This design comes from an exercise in tuning for small area on the open sky130 flow, not from production work. Only simulation tests tie the RTL to the original design; equivalence was not proved. No activity file was given, so power comes from the tool's default toggle rates.

Setup of east:
Design fpgaSynth, start of the top module:
module fpgaSynth (
	input  logic        MAX10_CLK2_50,
	input  logic        arstN,
	input  logic        cfgWe,
	input  logic        cfgKind,
	input  logic [1:0]  cfgVoice,
	input  logic [31:0] cfgData,
	output logic        i2sSclk,
	output logic        i2sLrclk,
	output logic        i2sData
);
==> module fpgaSynth, before the edit <==
module fpgaSynth (
	input  logic        MAX10_CLK2_50,
	input  logic        arstN,
	input  logic        cfgWe,
	input  logic        cfgKind,
	input  logic [1:0]  cfgVoice,
	input  logic [31:0] cfgData,
	output logic        i2sSclk,
	output logic        i2sLrclk,
	output logic        i2sData
);
	logic [7:0]  c;
	logic        fill;
	logic        running;
	logic [1:0]  vIdx;
	logic        fallTick;
	logic        firstFrame;
	logic        firstVoice;
	assign fallTick   = c[2:0] == 3'd7;
	assign firstFrame = fill && c >= 8'd249 && c <= 8'd252;
	assign firstVoice = vIdx == 2'd0;
	logic [31:0] incrReg [4];
	logic [15:0] ampReg  [4];
	logic [1:0]  waveReg [4];
	logic [3:0]  incrSet;
	always_ff @(posedge MAX10_CLK2_50) begin
		if (cfgWe) begin
			if (!cfgKind) incrReg[cfgVoice] <= cfgData;
			else          ampReg[cfgVoice]  <= cfgData[15:0];
		end
	end
	always_ff @(posedge MAX10_CLK2_50 or negedge arstN) begin
		if (!arstN) begin
			for (int v = 0; v < 4; v++) waveReg[v] <= 2'd3;
			incrSet <= '0;
		end else if (cfgWe) begin
			if (!cfgKind) incrSet[cfgVoice] <= 1'b1;
			else          waveReg[cfgVoice] <= cfgData[17:16];
		end
	end
	logic [31:0] ph [5];
	logic        phCarry;
	logic [31:0] curPhase;
	logic [31:0] curIncr;
	logic [16:0] loCarry;
	logic [15:0] loSum;
	logic [16:0] hiCarry;
	logic [15:0] hiSum;
	logic [16:0] incCarry;
	logic [15:0] incSum;
	logic [31:0] phNext;
	assign curPhase = firstFrame ? 32'd0 : ph[0];
	assign curIncr  = (running && incrSet[vIdx]) ? incrReg[vIdx] : 32'd0;
	assign loCarry[0]  = 1'b0;
	assign hiCarry[0]  = 1'b0;
	assign incCarry[0] = phCarry;
	for (genvar i = 0; i < 16; i++) begin : g_add
		assign loSum[i]      = curPhase[i] ^ curIncr[i] ^ loCarry[i];
		assign loCarry[i+1]  = (curPhase[i] & curIncr[i]) | (loCarry[i] & (curPhase[i] ^ curIncr[i]));
		assign hiSum[i]      = curPhase[16+i] ^ curIncr[16+i] ^ hiCarry[i];
		assign hiCarry[i+1]  = (curPhase[16+i] & curIncr[16+i]) | (hiCarry[i] & (curPhase[16+i] ^ curIncr[16+i]));
		assign incSum[i]     = ph[3][16+i] ^ incCarry[i];
		assign incCarry[i+1] = ph[3][16+i] & incCarry[i];
	end
	assign phNext = {incSum, ph[3][15:0]};
	always_ff @(posedge MAX10_CLK2_50) begin
		ph[0]   <= ph[1];
		ph[1]   <= ph[2];
		ph[2]   <= fill ? ph[4] : phNext;
		ph[4]   <= phNext;
		ph[3]   <= {hiSum, loSum};
		phCarry <= loCarry[16];
	end
	logic [1:0]  curWave;
	logic [15:0] curAmp;
	logic [14:0] fold;
	logic [15:0] waveVal;
	assign curWave = waveReg[vIdx];
	assign curAmp  = ampReg[vIdx];
	assign fold    = curPhase[31] ? ~curPhase[30:16] : curPhase[30:16];
	always_comb begin
		case (curWave)
			2'd0:    waveVal = curPhase[31:16];
			2'd1:    waveVal = curPhase[31] ? 16'h8000 : 16'h7fff;
			2'd2:    waveVal = {~fold[14], fold[13:0], 1'b0};
			default: waveVal = '0;
		endcase
	end
	logic [17:0] accS;
	logic [17:0] accC;
	logic        accCin;
	logic [17:0] nS;
	logic [17:0] nC;
	logic        c16;
	synthMac mac0 (
		.w    (waveVal),
		.a    (curAmp),
		.accS (firstVoice ? 18'd0 : accS),
		.accC (firstVoice ? 18'd0 : accC),
		.cin  (firstVoice ? 1'b0 : accCin),
		.nS   (nS),
		.nC   (nC),
		.c16  (c16)
	);
	always_ff @(posedge MAX10_CLK2_50) begin
		if (running) begin
			accS   <= nS;
			accC   <= nC;
			accCin <= c16;
		end
	end
	logic [17:0] mixSum;
	logic [15:0] mixed;
	assign mixSum = accS + accC + {17'd0, accCin};
	always_comb begin
		if (!mixSum[17] && mixSum[16:15] != 2'b00)     mixed = 16'h7fff;
		else if (mixSum[17] && mixSum[16:15] != 2'b11) mixed = 16'h8000;
		else                                           mixed = mixSum[15:0];
	end
	logic [127:0] ring;
	logic [127:0] ringNext;
	logic [2:0]   slot;
	logic [3:0]   bitIdx;
	logic         rightHalf;
	logic         fillWrite;
	logic         swap;
	logic [7:0]   tapBits;
	logic         newBit;
	assign bitIdx    = 4'd14 - c[6:3];
	assign rightHalf = c >= 8'd127 && c <= 8'd247;
	assign fillWrite = fill && !running && c != 8'd248;
	assign swap      = !fill && fallTick && rightHalf;
	assign newBit    = mixed[bitIdx];
	assign tapBits = {ring[93], ring[98], ring[103], ring[108], ring[113], ring[118], ring[123], ring[0]};
	always_comb begin
		ringNext = {ring[126:0], ring[127]};
		if (fillWrite) begin
			for (int b = 0; b < 16; b++) ringNext[7 + 8 * b] = mixed[b];
		end
		if (swap) begin
			case (slot)
				3'd0: ringNext[1]   = newBit;
				3'd1: ringNext[124] = newBit;
				3'd2: ringNext[119] = newBit;
				3'd3: ringNext[114] = newBit;
				3'd4: ringNext[109] = newBit;
				3'd5: ringNext[104] = newBit;
				3'd6: ringNext[99]  = newBit;
				default: ringNext[94] = newBit;
			endcase
		end
	end
	always_ff @(posedge MAX10_CLK2_50) begin
		ring <= ringNext;
	end
	always_ff @(posedge MAX10_CLK2_50 or negedge arstN) begin
		if (!arstN) begin
			c       <= 8'd248;
			fill    <= 1'b1;
			running <= 1'b0;
			vIdx    <= '0;
			slot    <= '0;
			i2sData <= 1'b0;
		end else begin
			c <= c + 1'b1;
			if (c == 8'd33) fill <= 1'b0;
			if (running) begin
				vIdx <= vIdx + 1'b1;
				if (vIdx == 2'd3) running <= 1'b0;
			end else if (fill || c == 8'd0) begin
				running <= 1'b1;
			end
			if (c == 8'd247) slot <= slot + 1'b1;
			if (fallTick) i2sData <= tapBits[slot];
		end
	end
	assign i2sSclk  = c[2];
	assign i2sLrclk = c[7] & ~fill;
endmodule
Settings: LEC_CHECK=0, CAP_MARGIN=20, CORE_MARGIN=2, CORE_UTILIZATION=55, CTS_BUF_LIST=sky130_fd_sc_hd__clkbuf_16, CTS_CLUSTER_DIAMETER=100, CTS_CLUSTER_SIZE=28, SLEW_MARGIN=20; clock period 12.0 ns.
standard.sh (not shown) runs the stock make flow with config.mk's settings and CLKGATE_MAP_FILE= SYNTH_SCRIPT=/design/flow/synth_recipe.tcl, a recipe that flattens the netlist after the stock synthesis.
==> flow/flow/run.sh <==
#!/bin/bash
# Layout flow: the standard ORFS layout, with one change to synthesis.
# Yosys's "synth" normally runs a quick "abc -fast" before ORFS extracts full
# adders; that pass rewrites the explicit carry-save adder trees with mixed
# polarities, and the extracted full adders then need inverters between them.
# SYNTH_ARGS=-noabc skips only that early pass; ORFS's own ABC mapping still
# runs afterwards, and registers, floorplan, power grid, placement, CTS and
# routing are the standard ones.
set -euo pipefail
export SYNTH_ARGS="-noabc"
bash standard.sh > standard_flow.log 2>&1
Changes in middle relative to east:
diff --git a/flow/design.v b/flow/design.v
--- a/flow/design.v
+++ b/flow/design.v
@@ -1569,12 +1569,15 @@
 	logic        fill;
 	logic        running;
 	logic [1:0]  vIdx;
+	logic [2:0]  wrPtr;
 	logic        fallTick;
 	logic        firstFrame;
 	logic        firstVoice;
+	logic        store;
 	assign fallTick   = c[2:0] == 3'd7;
 	assign firstFrame = fill && c >= 8'd249 && c <= 8'd252;
 	assign firstVoice = vIdx == 2'd0;
+	assign store = fill ? (!running && c != 8'd248) : (c == 8'd248);
 	logic [31:0] incrReg [4];
 	logic [15:0] ampReg  [4];
 	logic [1:0]  waveReg [4];
@@ -1673,41 +1676,13 @@
 		else if (mixSum[17] && mixSum[16:15] != 2'b11) mixed = 16'h8000;
 		else                                           mixed = mixSum[15:0];
 	end
-	logic [127:0] ring;
-	logic [127:0] ringNext;
-	logic [2:0]   slot;
-	logic [3:0]   bitIdx;
-	logic         rightHalf;
-	logic         fillWrite;
-	logic         swap;
-	logic [7:0]   tapBits;
-	logic         newBit;
-	assign bitIdx    = 4'd14 - c[6:3];
-	assign rightHalf = c >= 8'd127 && c <= 8'd247;
-	assign fillWrite = fill && !running && c != 8'd248;
-	assign swap      = !fill && fallTick && rightHalf;
-	assign newBit    = mixed[bitIdx];
-	assign tapBits = {ring[93], ring[98], ring[103], ring[108], ring[113], ring[118], ring[123], ring[0]};
-	always_comb begin
-		ringNext = {ring[126:0], ring[127]};
-		if (fillWrite) begin
-			for (int b = 0; b < 16; b++) ringNext[7 + 8 * b] = mixed[b];
-		end
-		if (swap) begin
-			case (slot)
-				3'd0: ringNext[1]   = newBit;
-				3'd1: ringNext[124] = newBit;
-				3'd2: ringNext[119] = newBit;
-				3'd3: ringNext[114] = newBit;
-				3'd4: ringNext[109] = newBit;
-				3'd5: ringNext[104] = newBit;
-				3'd6: ringNext[99]  = newBit;
-				default: ringNext[94] = newBit;
-			endcase
-		end
-	end
+	logic [15:0] mem [8];
+	logic [2:0]  rdSlot;
+	logic [3:0]  bitIdx;
+	assign rdSlot = fill ? 3'd0 : wrPtr;
+	assign bitIdx = 4'd14 - c[6:3];
 	always_ff @(posedge MAX10_CLK2_50) begin
-		ring <= ringNext;
+		if (store) mem[wrPtr] <= mixed;
 	end
 	always_ff @(posedge MAX10_CLK2_50 or negedge arstN) begin
 		if (!arstN) begin
@@ -1715,7 +1690,7 @@
 			fill    <= 1'b1;
 			running <= 1'b0;
 			vIdx    <= '0;
-			slot    <= '0;
+			wrPtr   <= '0;
 			i2sData <= 1'b0;
 		end else begin
 			c <= c + 1'b1;
@@ -1726,8 +1701,8 @@
 			end else if (fill || c == 8'd0) begin
 				running <= 1'b1;
 			end
-			if (c == 8'd247) slot <= slot + 1'b1;
-			if (fallTick) i2sData <= tapBits[slot];
+			if (store) wrPtr <= wrPtr + 1'b1;
+			if (fallTick) i2sData <= mem[rdSlot][bitIdx];
 		end
 	end
 	assign i2sSclk  = c[2];
==> comparison <==
Looking at worst hold slack across middle and east, the one that comes out lower is east.
middle: sum of internal, switching and leakage power higher than east
The lower peak per-stage delay on the critical path of middle and east is in middle.
Relative to east, middle degrades HPWL after detailed placement.
Taking east as 1.0, middle lands at 1.15 on non-clock buffer count.
Compared with east, middle shows via count of the routed design higher by 1490.

what the ideal ports hide:
The flow's constraints put no driver on any port. The routed layouts listed below were extracted and timed again, unchanged, in two steps.
Step 1, drivers: a clkbuf_16 drives MAX10_CLK2_50 and a buf_2 each remaining input, both assumed.
Step 2 also shifts input and output timing later by t, the mid clock arrival at the registers, as if the neighbouring blocks saw the same clock.
Slacks: no drivers / after step 1 / after step 2; pairs: no drivers / after step 1.
| run | t, ns | slack for setup (ns) | worst hold slack (ns) | worst setup path after step 2 | pins driven straight from the clock port |
|---|---|---|---|---|---|
| east | 0.631 | 3.664 / 3.664 / 3.664 | 0.325 / 0.325 / 0.325 | register to register | 1 |
| middle | 0.645 | 3.626 / 3.626 / 3.626 | 0.330 / 0.330 / 0.330 | register to register | 1 |
After both steps setup and hold are still met in every run listed.
